Context: an optimization exercise on an open-source flow, tuned for small area, a short achievable clock period and few clock cycles. The choices shown serve that exercise and are no tape-out recipe. Only simulation tests tie the RTL to the original design; equivalence was not proved. No activity file was given, so power comes from the tool's default toggle rates.

==> xenon: inputs <==
## dcache_top
module dcache_top (
  input  wire                            clk_i,
  input  wire                            rst_n_i,
  input  wire                            enable_i,
  input  wire                            flush_i,
  output logic                           flush_ack_o,
  output logic                           miss_o,
  output logic                           wbuffer_empty_o,
  input  wire                            ld_req_i,
  input  wire [dcache_pkg::ADDR_W-1:0]   ld_addr_i,
  output logic                           ld_gnt_o,
  output logic                           ld_rvalid_o,
  output logic [dcache_pkg::XLEN-1:0]    ld_rdata_o,
  input  wire                            st_req_i,
  input  wire [dcache_pkg::ADDR_W-1:0]   st_addr_i,
  input  wire [dcache_pkg::XLEN-1:0]     st_wdata_i,
  input  wire [dcache_pkg::BE_W-1:0]     st_be_i,
  output logic                           st_gnt_o,
  output logic                           mem_req_o,
  output logic                           mem_we_o,
  output logic [dcache_pkg::ADDR_W-1:0]  mem_addr_o,
  output logic [dcache_pkg::XLEN-1:0]    mem_wdata_o,
  output logic [dcache_pkg::BE_W-1:0]    mem_be_o,
  input  wire                            mem_gnt_i,
  input  wire                            mem_rvalid_i,
  input  wire [dcache_pkg::XLEN-1:0]     mem_rdata_i
);
  localparam int unsigned NL  = dcache_pkg::NUM_LINES;
  localparam int unsigned IW  = dcache_pkg::INDEX_W;
  localparam int unsigned TW  = dcache_pkg::TAG_W;
  localparam int unsigned WA  = dcache_pkg::ADDR_W - dcache_pkg::OFF_W;
  localparam int unsigned RQN = dcache_pkg::RQ_DEPTH;
  localparam int unsigned RQW = $clog2(RQN);
  localparam int unsigned MQN = dcache_pkg::MQ_DEPTH;
  localparam int unsigned MQW = $clog2(MQN + 1);
  function automatic logic [RQW:0] qinc(input logic [RQW:0] p);
    qinc = (p[RQW-1:0] == RQW'(RQN - 1)) ? ((RQW + 1)'(~p[RQW]) << RQW) : (p + 1'b1);
  endfunction
  logic [TW-1:0] tag_q   [NL];
  ...
make LEC_CHECK=0 CAP_MARGIN=20 CORE_MARGIN=2 CORE_UTILIZATION=40 SETUP_SLACK_MARGIN=5 SLEW_MARGIN=20 TNS_END_PERCENT=10 finish   # period 9.0 ns
run.sh (not shown) runs the stock make flow with config.mk's settings and CLKGATE_MAP_FILE= SYNTH_SCRIPT=/design/flow/synth_recipe.tcl, a recipe that flattens the netlist after the stock synthesis.
==> delta: changes against xenon <==
--- a/flow/design.v
+++ b/flow/design.v
@@ -74,13 +74,13 @@
   logic [RQN-1:0] rq_dep_q;
   logic [RQW-1:0] rq_dslot_q [RQN];
   logic [IW-1:0]  rq_idx_q  [RQN];
   logic [31:0]    rq_data_q [RQN];
   logic [RQW:0]   rq_h_q;
   logic [RQW:0]   rq_t_q;
-  logic [RQN-1:0] rq_occ_q;    
+  logic [RQW:0]   rq_cnt_q;
   logic [RQW-1:0] ms_slot_q [RQN];
   logic [RQW:0]   ms_t_q;
   logic [RQW:0]   ms_r_q;
   logic [RQW:0]   ms_w_q;
   logic [MQN-1:0] mq_v_q;
   logic           mq_we_q   [MQN];
@@ -113,13 +113,13 @@
     for (int i = 0; i < RQN; i++) begin
       hzv[i] = rq_pend_q[i] && rq_alloc_q[i] && (rq_idx_q[i] == a_idx);
       if (hzv[i]) hz_slot = hz_slot | RQW'(i);
     end
   end
   assign hz = |hzv;
-  assign stall = (a_st_q && hz) || mq_v_q[MQN-1] || (!a_st_q && rq_occ_q[RQN-1]);
+  assign stall = (a_st_q && hz) || mq_v_q[MQN-1] || (!a_st_q && (rq_cnt_q == (RQW + 1)'(RQN)));
   assign go    = a_v_q && !stall;
   assign st_go = go && a_st_q;
   assign ld_go = go && !a_st_q;
   assign ld_gnt_o = gnt_q;
   assign st_gnt_o = gnt_q;
   assign acc_st   = st_req_i && gnt_q;
@@ -154,26 +154,25 @@
     end
   end
   logic           rf_defer;
   logic [RQW-1:0] hd_slot_q;
   logic [IW-1:0]  hd_idx_q;
   logic           hd_we_q;
-  logic [31:0]    hd_data_q;   
   logic [RQW-1:0] ms_w_slot;
   logic           rf_do;
   logic           rf_we;
   logic [IW-1:0]  w_idx;
   logic [31:0]    w_data;
   logic [31:0]    rf_data;
   logic [3:0]     w_be;
   assign rf_defer  = (ms_w_q != ms_r_q);
   assign ms_w_slot = hd_slot_q;
   assign rf_do     = !sw_v_q && (rf_defer || mem_rvalid_i);
   assign rf_we     = rf_do && hd_we_q;
   assign w_idx     = sw_v_q ? sw_idx_q : hd_idx_q;
-  assign rf_data   = rf_defer ? hd_data_q : mem_rdata_i;
+  assign rf_data   = rf_defer ? rq_data_q[ms_w_slot] : mem_rdata_i;
   assign w_data    = sw_v_q ? sw_data_q : rf_data;
   assign w_be      = sw_v_q ? sw_be_q : {4{rf_we}};
   always_ff @(posedge clk_i or negedge rst_n_i) begin
     if (!rst_n_i) begin
       sw_v_q <= 1'b0;
     end else begin
@@ -249,30 +248,21 @@
   logic           rq_push;
   logic [RQW-1:0] ms_r_slot;
   logic           ld_dep;
   logic           dep_now;
   assign ld_dep  = ld_hit && hz;
   assign dep_now = rf_do && (ms_w_slot == hz_slot);
-  assign rq_pop    = rq_occ_q[0] && (rq_pend_q[rq_h_q[RQW-1:0]] ? rf_do : rq_rdy_q[rq_h_q[RQW-1:0]]);
+  assign rq_pop    = (rq_cnt_q != '0) && (rq_pend_q[rq_h_q[RQW-1:0]] ? rf_do : rq_rdy_q[rq_h_q[RQW-1:0]]);
   assign rq_push   = ld_go;
   logic [RQW:0]   ms_w_n;
   logic [RQW:0]   ms_w_inc;
   logic [RQW-1:0] ms_nx_slot;
   assign ms_w_inc   = qinc(ms_w_q);
   assign ms_w_n     = rf_do ? ms_w_inc : ms_w_q;
   assign ms_nx_slot = ms_slot_q[ms_w_inc[RQW-1:0]];
   always_ff @(posedge clk_i) begin
-    if (rf_do) begin
-      if (ms_r_q != ms_w_inc) begin
-        hd_data_q <= rq_data_q[ms_nx_slot];
-      end else begin
-        hd_data_q <= mem_rdata_i;
-      end
-    end else if (!rf_defer) begin
-      hd_data_q <= mem_rdata_i;
-    end
     if (ms_w_n == ms_t_q) begin
       hd_slot_q <= rq_t_q[RQW-1:0];
       hd_idx_q  <= a_idx;
       hd_we_q   <= en_q;
     end else if (rf_do) begin
       hd_slot_q <= ms_nx_slot;
@@ -287,13 +277,13 @@
       rq_pend_q  <= '0;
       rq_alloc_q <= '0;
       rq_we_q    <= '0;
       rq_dep_q   <= '0;
       rq_h_q     <= '0;
       rq_t_q     <= '0;
-      rq_occ_q   <= '0;
+      rq_cnt_q   <= '0;
       ms_t_q     <= '0;
       ms_r_q     <= '0;
       ms_w_q     <= '0;
       out_v_q    <= 1'b0;
       miss_q     <= 1'b0;
     end else begin
@@ -325,16 +315,16 @@
       if (ld_miss) begin
         ms_t_q <= qinc(ms_t_q);
       end
       if (rq_pop) begin
         rq_h_q <= qinc(rq_h_q);
       end
-      if (rq_pop) begin
-        if (!rq_push) rq_occ_q <= rq_occ_q >> 1;
-      end else if (rq_push) begin
-        rq_occ_q <= {rq_occ_q[RQN-2:0], 1'b1};
+      if (rq_push && !rq_pop) begin
+        rq_cnt_q <= rq_cnt_q + 1'b1;
+      end else if (rq_pop && !rq_push) begin
+        rq_cnt_q <= rq_cnt_q - 1'b1;
       end
       out_v_q <= rq_pop;
       miss_q  <= ld_miss;
     end
   end
   always_ff @(posedge clk_i) begin
@@ -437,15 +427,15 @@
   logic           hz_st_n;
   logic           hz_a_n;
   logic           rq_pop_n;
   assign hold      = a_v_q && !go;
   assign st_idx_in = st_addr_i[dcache_pkg::OFF_W +: IW];
   assign ld_idx_in = ld_addr_i[dcache_pkg::OFF_W +: IW];
-  assign rq_full_pop   = rq_occ_q[RQN-1] && ld_go;
-  assign rq_full_nopop = rq_occ_q[RQN-1] || (rq_occ_q[RQN-2] && ld_go);
-  assign rq_pop_n      = rq_occ_q[0] && (rq_pend_q[rq_h_q[RQW-1:0]] ? rf_do : rq_rdy_q[rq_h_q[RQW-1:0]]);
+  assign rq_full_pop   = ((RQW + 2)'(rq_cnt_q) + (RQW + 2)'(ld_go)) >= (RQW + 2)'(RQN + 1);
+  assign rq_full_nopop = ((RQW + 2)'(rq_cnt_q) + (RQW + 2)'(ld_go)) >= (RQW + 2)'(RQN);
+  assign rq_pop_n      = (rq_cnt_q != '0) && (rq_pend_q[rq_h_q[RQW-1:0]] ? rf_do : rq_rdy_q[rq_h_q[RQW-1:0]]);
   assign rq_full_n     = rq_pop_n ? rq_full_pop : rq_full_nopop;
   assign mq_full_pop   = mq_v_q[MQN-1] && go;
   assign mq_full_nopop = mq_v_q[MQN-1] || (mq_v_q[MQN-2] && go);
   assign mq_full_n     = mq_pop ? mq_full_pop : mq_full_nopop;
   assign ld_stall_n = rq_full_n || mq_full_n;
   always_comb begin
@@ -466,13 +456,13 @@
     end
   end
   assign hz_st_n = hz_st_base || (hz_st_hd && !rf_do);
   assign hz_a_n  = hz_a_base || (hz_a_hd && !rf_do);
   always_ff @(posedge clk_i or negedge rst_n_i) begin
     if (!rst_n_i) begin
-      gnt_q <= 1'b0;
+      gnt_q <= 1'b1;
     end else if (gnt_q) begin
       if (st_req_i) begin
         gnt_q <= !ld_req_i && !(hz_st_n || mq_full_n);
       end else if (ld_req_i) begin
         gnt_q <= !ld_stall_n;
       end else begin
==> flow/flow/run.sh (new file) <==
#!/bin/bash
set -euo pipefail
echo 'export SETUP_SLACK_MARGIN = 6' >> config.mk
bash standard.sh > standard.log 2>&1
==> flow/standard.sh (new file) <==
#!/bin/bash
# synth_recipe.tcl (not shown) runs the flow's synth.tcl, then flattens the netlist and writes it again
# the make line also repeats each setting of config.mk as NAME=value (left out here)
make -C /OpenROAD-flow-scripts/flow DESIGN_CONFIG=/design/flow/config.mk WORK_HOME=/design/flow/orfs CLKGATE_MAP_FILE= SYNTH_SCRIPT=/design/flow/synth_recipe.tcl "${@:-finish}"
CORE_UTILIZATION = 60   (was 40)
CTS_CLUSTER_DIAMETER = 90   (was not set)
CTS_CLUSTER_SIZE = 24   (was not set)
SETUP_SLACK_MARGIN = 6   (was 5)
removed: flow/run.sh
==> maple: changes against xenon <==
--- a/flow/design.v
+++ b/flow/design.v
@@ -69,12 +69,13 @@
   logic          en_q;
   logic [RQN-1:0] rq_rdy_q;
   logic [RQN-1:0] rq_pend_q;
   logic [RQN-1:0] rq_alloc_q;
   logic [RQN-1:0] rq_we_q;
   logic [RQN-1:0] rq_dep_q;
+  logic [3:0]     rq_m_q [RQN];
   logic [RQW-1:0] rq_dslot_q [RQN];
   logic [IW-1:0]  rq_idx_q  [RQN];
   logic [31:0]    rq_data_q [RQN];
   logic [RQW:0]   rq_h_q;
   logic [RQW:0]   rq_t_q;
   logic [RQN-1:0] rq_occ_q;    
@@ -113,13 +114,13 @@
     for (int i = 0; i < RQN; i++) begin
       hzv[i] = rq_pend_q[i] && rq_alloc_q[i] && (rq_idx_q[i] == a_idx);
       if (hzv[i]) hz_slot = hz_slot | RQW'(i);
     end
   end
   assign hz = |hzv;
-  assign stall = (a_st_q && hz) || mq_v_q[MQN-1] || (!a_st_q && rq_occ_q[RQN-1]);
+  assign stall = mq_v_q[MQN-1] || (!a_st_q && rq_occ_q[RQN-1]);
   assign go    = a_v_q && !stall;
   assign st_go = go && a_st_q;
   assign ld_go = go && !a_st_q;
   assign ld_gnt_o = gnt_q;
   assign st_gnt_o = gnt_q;
   assign acc_st   = st_req_i && gnt_q;
@@ -143,23 +144,30 @@
   assign ld_miss = ld_go && !ld_hit;
   logic          sw_v_q;
   logic [IW-1:0] sw_idx_q;
   logic [3:0]    sw_be_q;
   logic [31:0]   sw_data_q;
   logic          sw_fwd;
+  logic          sw_hz_q;      
+  logic [RQW-1:0] sw_hslot_q;  
+  logic          su;
+  logic [3:0]    su_m;
+  assign su   = sw_v_q && sw_hz_q;
+  assign su_m = (su && (sw_hslot_q == hz_slot)) ? sw_be_q : 4'b0;
   assign sw_fwd = sw_v_q && (sw_idx_q == a_idx);
   always_comb begin
     l_data = l_word;
     for (int b = 0; b < 4; b++) begin
       if (sw_fwd && sw_be_q[b]) l_data[8*b +: 8] = sw_data_q[8*b +: 8];
     end
   end
   logic           rf_defer;
   logic [RQW-1:0] hd_slot_q;
   logic [IW-1:0]  hd_idx_q;
   logic           hd_we_q;
+  logic [3:0]     hd_m_q;
   logic [31:0]    hd_data_q;   
   logic [RQW-1:0] ms_w_slot;
   logic           rf_do;
   logic           rf_we;
   logic [IW-1:0]  w_idx;
   logic [31:0]    w_data;
@@ -169,23 +177,26 @@
   assign ms_w_slot = hd_slot_q;
   assign rf_do     = !sw_v_q && (rf_defer || mem_rvalid_i);
   assign rf_we     = rf_do && hd_we_q;
   assign w_idx     = sw_v_q ? sw_idx_q : hd_idx_q;
   assign rf_data   = rf_defer ? hd_data_q : mem_rdata_i;
   assign w_data    = sw_v_q ? sw_data_q : rf_data;
-  assign w_be      = sw_v_q ? sw_be_q : {4{rf_we}};
+  assign w_be      = sw_v_q ? sw_be_q : ({4{rf_we}} & ~hd_m_q);
   always_ff @(posedge clk_i or negedge rst_n_i) begin
     if (!rst_n_i) begin
-      sw_v_q <= 1'b0;
+      sw_v_q  <= 1'b0;
+      sw_hz_q <= 1'b0;
     end else begin
-      sw_v_q <= st_go && l_hit;
+      sw_v_q  <= st_go && l_hit;
+      sw_hz_q <= st_go && hz;
     end
   end
   always_ff @(posedge clk_i) begin
     if (st_go) begin
       sw_idx_q  <= a_idx;
+      sw_hslot_q <= hz_slot;
       sw_be_q   <= s_be_q;
       sw_data_q <= s_data_q;
     end
   end
   always_ff @(posedge clk_i) begin
     for (int l = 0; l < NL; l++) begin
@@ -271,16 +282,21 @@
       hd_data_q <= mem_rdata_i;
     end
     if (ms_w_n == ms_t_q) begin
       hd_slot_q <= rq_t_q[RQW-1:0];
       hd_idx_q  <= a_idx;
       hd_we_q   <= en_q;
+      hd_m_q    <= '0;
     end else if (rf_do) begin
       hd_slot_q <= ms_nx_slot;
       hd_idx_q  <= rq_idx_q[ms_nx_slot];
-      hd_we_q   <= rq_we_q[ms_nx_slot];
+      hd_we_q   <= rq_we_q[ms_nx_slot] && !(ld_miss && en_q && hzv[ms_nx_slot]);
+      hd_m_q    <= rq_m_q[ms_nx_slot];
+    end else begin
+      hd_we_q   <= hd_we_q && !(ld_miss && en_q && hzv[hd_slot_q]);
+      hd_m_q    <= hd_m_q | ((su && (sw_hslot_q == hd_slot_q)) ? sw_be_q : 4'b0);
     end
   end
   assign ms_r_slot = ms_slot_q[ms_r_q[RQW-1:0]];
   always_ff @(posedge clk_i or negedge rst_n_i) begin
     if (!rst_n_i) begin
       rq_rdy_q   <= '0;
@@ -301,12 +317,13 @@
         if (rf_do && rq_dep_q[i] && (rq_dslot_q[i] == ms_w_slot)) begin
           rq_rdy_q[i] <= 1'b1;
           rq_dep_q[i] <= 1'b0;
         end
         if (ld_miss && en_q && hzv[i]) begin
           rq_alloc_q[i] <= 1'b0;
+          rq_we_q[i]    <= 1'b0;
         end
       end
       if (rq_push) begin
         rq_rdy_q[rq_t_q[RQW-1:0]]   <= ld_hit && (!hz || dep_now);
         rq_dep_q[rq_t_q[RQW-1:0]]   <= ld_dep && !dep_now;
         rq_pend_q[rq_t_q[RQW-1:0]]  <= !ld_hit;
@@ -339,17 +356,25 @@
   end
   always_ff @(posedge clk_i) begin
     for (int i = 0; i < RQN; i++) begin
       if (ld_go && (rq_t_q[RQW-1:0] == RQW'(i))) begin
         rq_idx_q[i]   <= a_idx;
         rq_dslot_q[i] <= hz_slot;
-        rq_data_q[i]  <= (hz && dep_now) ? rf_data : l_data;
+        rq_m_q[i]     <= ld_dep ? (rq_m_q[hz_slot] | su_m) : 4'b0;
+        for (int b = 0; b < 4; b++) begin
+          rq_data_q[i][8*b +: 8] <= (hz && dep_now && !rq_m_q[hz_slot][b]) ? rf_data[8*b +: 8] : l_data[8*b +: 8];
+        end
       end else if (mem_rvalid_i && (ms_r_slot == RQW'(i))) begin
         rq_data_q[i] <= mem_rdata_i;
       end else if (rf_do && rq_dep_q[i] && (rq_dslot_q[i] == ms_w_slot)) begin
-        rq_data_q[i] <= rf_data;
+        for (int b = 0; b < 4; b++) begin
+          if (!rq_m_q[i][b]) rq_data_q[i][8*b +: 8] <= rf_data[8*b +: 8];
+        end
+      end
+      if (su && (sw_hslot_q == RQW'(i)) && rq_pend_q[i]) begin
+        rq_m_q[i] <= rq_m_q[i] | sw_be_q;
       end
     end
     if (ld_miss) begin
       ms_slot_q[ms_t_q[RQW-1:0]] <= rq_t_q[RQW-1:0];
     end
     if (rq_pop) begin
@@ -469,20 +494,20 @@
   assign hz_a_n  = hz_a_base || (hz_a_hd && !rf_do);
   always_ff @(posedge clk_i or negedge rst_n_i) begin
     if (!rst_n_i) begin
       gnt_q <= 1'b0;
     end else if (gnt_q) begin
       if (st_req_i) begin
-        gnt_q <= !ld_req_i && !(hz_st_n || mq_full_n);
+        gnt_q <= !ld_req_i && !mq_full_n;
       end else if (ld_req_i) begin
         gnt_q <= !ld_stall_n;
       end else begin
         gnt_q <= 1'b1;
       end
     end else if (hold) begin
-      gnt_q <= !l2_v_q && !(a_st_q ? (hz_a_n || mq_full_n) : ld_stall_n);
+      gnt_q <= !l2_v_q && !(a_st_q ? mq_full_n : ld_stall_n);
     end else if (l2_v_q) begin
       gnt_q <= !ld_stall_n;
     end else begin
       gnt_q <= 1'b1;
     end
   end
==> flow/flow/run.sh (new file) <==
#!/bin/bash
set -euo pipefail
echo 'export SETUP_SLACK_MARGIN = 6' >> config.mk
bash standard.sh > standard.log 2>&1
==> flow/standard.sh (new file) <==
#!/bin/bash
# synth_recipe.tcl (not shown) runs the flow's synth.tcl, then flattens the netlist and writes it again
# the make line also repeats each setting of config.mk as NAME=value (left out here)
make -C /OpenROAD-flow-scripts/flow DESIGN_CONFIG=/design/flow/config.mk WORK_HOME=/design/flow/orfs CLKGATE_MAP_FILE= SYNTH_SCRIPT=/design/flow/synth_recipe.tcl "${@:-finish}"
ABC_CLOCK_PERIOD_IN_PS = 3500   (was not set)
CORE_UTILIZATION = 55   (was 40)
SETUP_SLACK_MARGIN = 6   (was 5)
removed: flow/run.sh
==> impl_results.md <==
- Sequential area share after synthesis: 72.6%
- Met3 global-route usage: 5.37%
- Outcome: timing/DRC/antenna clean
- Mux cell area share after synthesis: 5.91%
- ClkCell Share: 7.07%
- Crit path max-delay cell type: nor2_1
- PostCTS Resize Cnt: 38
- Nets: 7736
- Min Tclk post-route: 4.17 ns
- Synthesized area: 108000 um^2
- Clock latency on the worst-skew pair: 0.94 ns
- Seq pwr share: 40.1%
The numbers above come from xenon.

==> impl_results.md <==
- Outcome: timing/DRC/antenna clean
- Seq pwr share: 39.6%
- Sequential area share after synthesis: 73.4%
- Met3 global-route usage: 12.6%
- Crit path max-delay cell type: nor3_2
- Nets: 7906
- Clock latency on the worst-skew pair: 0.87 ns
- Mux cell area share after synthesis: 3.16%
- Area leader, netlist: edfxtp_1
- ClkCell Share: 3.12%
The numbers above come from delta.

==> impl_results.md <==
- Outcome: timing/DRC/antenna clean
- CP max stage delay: 0.98 ns
- Seq pwr share: 35.3%
- N_diodes: 8
- Routability cong.: 0.937
- Well Taps: 2624
- Crit path max-delay cell type: nor2b_2
- Critical path, cell by cell: buf_6 -> nor2b_2 -> and2_2 -> a222oi_1 -> o211ai_1 -> o21ai_0 -> o21ai_0
- Setup slack after placement: 3.20 ns
- Mux cell area share after synthesis: 2.48%
- HPWL Detailed: 221000 um
- Synthesized area: 108000 um^2
- Clock latency on the worst-skew pair: 0.95 ns
- Die area: 200000 um^2
- Simple logic cell fraction of the synthesized area: 6.84%
- PostCTS Resize Cnt: 815
- Min Tclk post-route: 3.66 ns
- Met2 Use GR: 61.2%
- ClkCell Share: 6.46%
- Sequential area share after synthesis: 73.3%
The numbers above come from maple.

Testbench counts of xenon, summed over its fixed seeds: cycles 16,904.
Testbench counts of delta, summed over its fixed seeds: cycles 16,904.
Testbench counts of maple, summed over its fixed seeds: cycles 16,519.

afterwards: timing with drivers on the ports:
In the flow no input, the clock included, has a driving cell. The finished layouts below were timed again as built, in two steps. Step 1 assumes that a clkbuf_16 drives the clock port and a buf_2 every other input. Step 2 also shifts input and output timing later by t, the mid clock arrival at the registers, as if the neighbouring blocks saw the same clock. a / b / c = no drivers / after step 1 / after step 2; a / b = the first two.
| run | t, ns | setup slack, ns | worst setup path after step 2 | latest minus earliest clock arrival (ns) | cell pins on the clock port's net |
|---|---|---|---|---|---|
| xenon | 1.016 | 4.827 / 4.821 / 4.141 | input to register | 0.061 / 0.062 | 1 |
| delta | 0.947 | 5.447 / 5.447 / 4.856 | input to register | 0.049 / 0.048 | 1 |
| maple | 1.018 | 5.341 / 5.341 / 4.589 | input to register | 0.048 / 0.047 | 1 |
After both steps every run listed still meets setup and hold. For maple, which loses most, drivers alone change the setup slack by 0.000 ns; drivers and shift together by -0.752 ns.
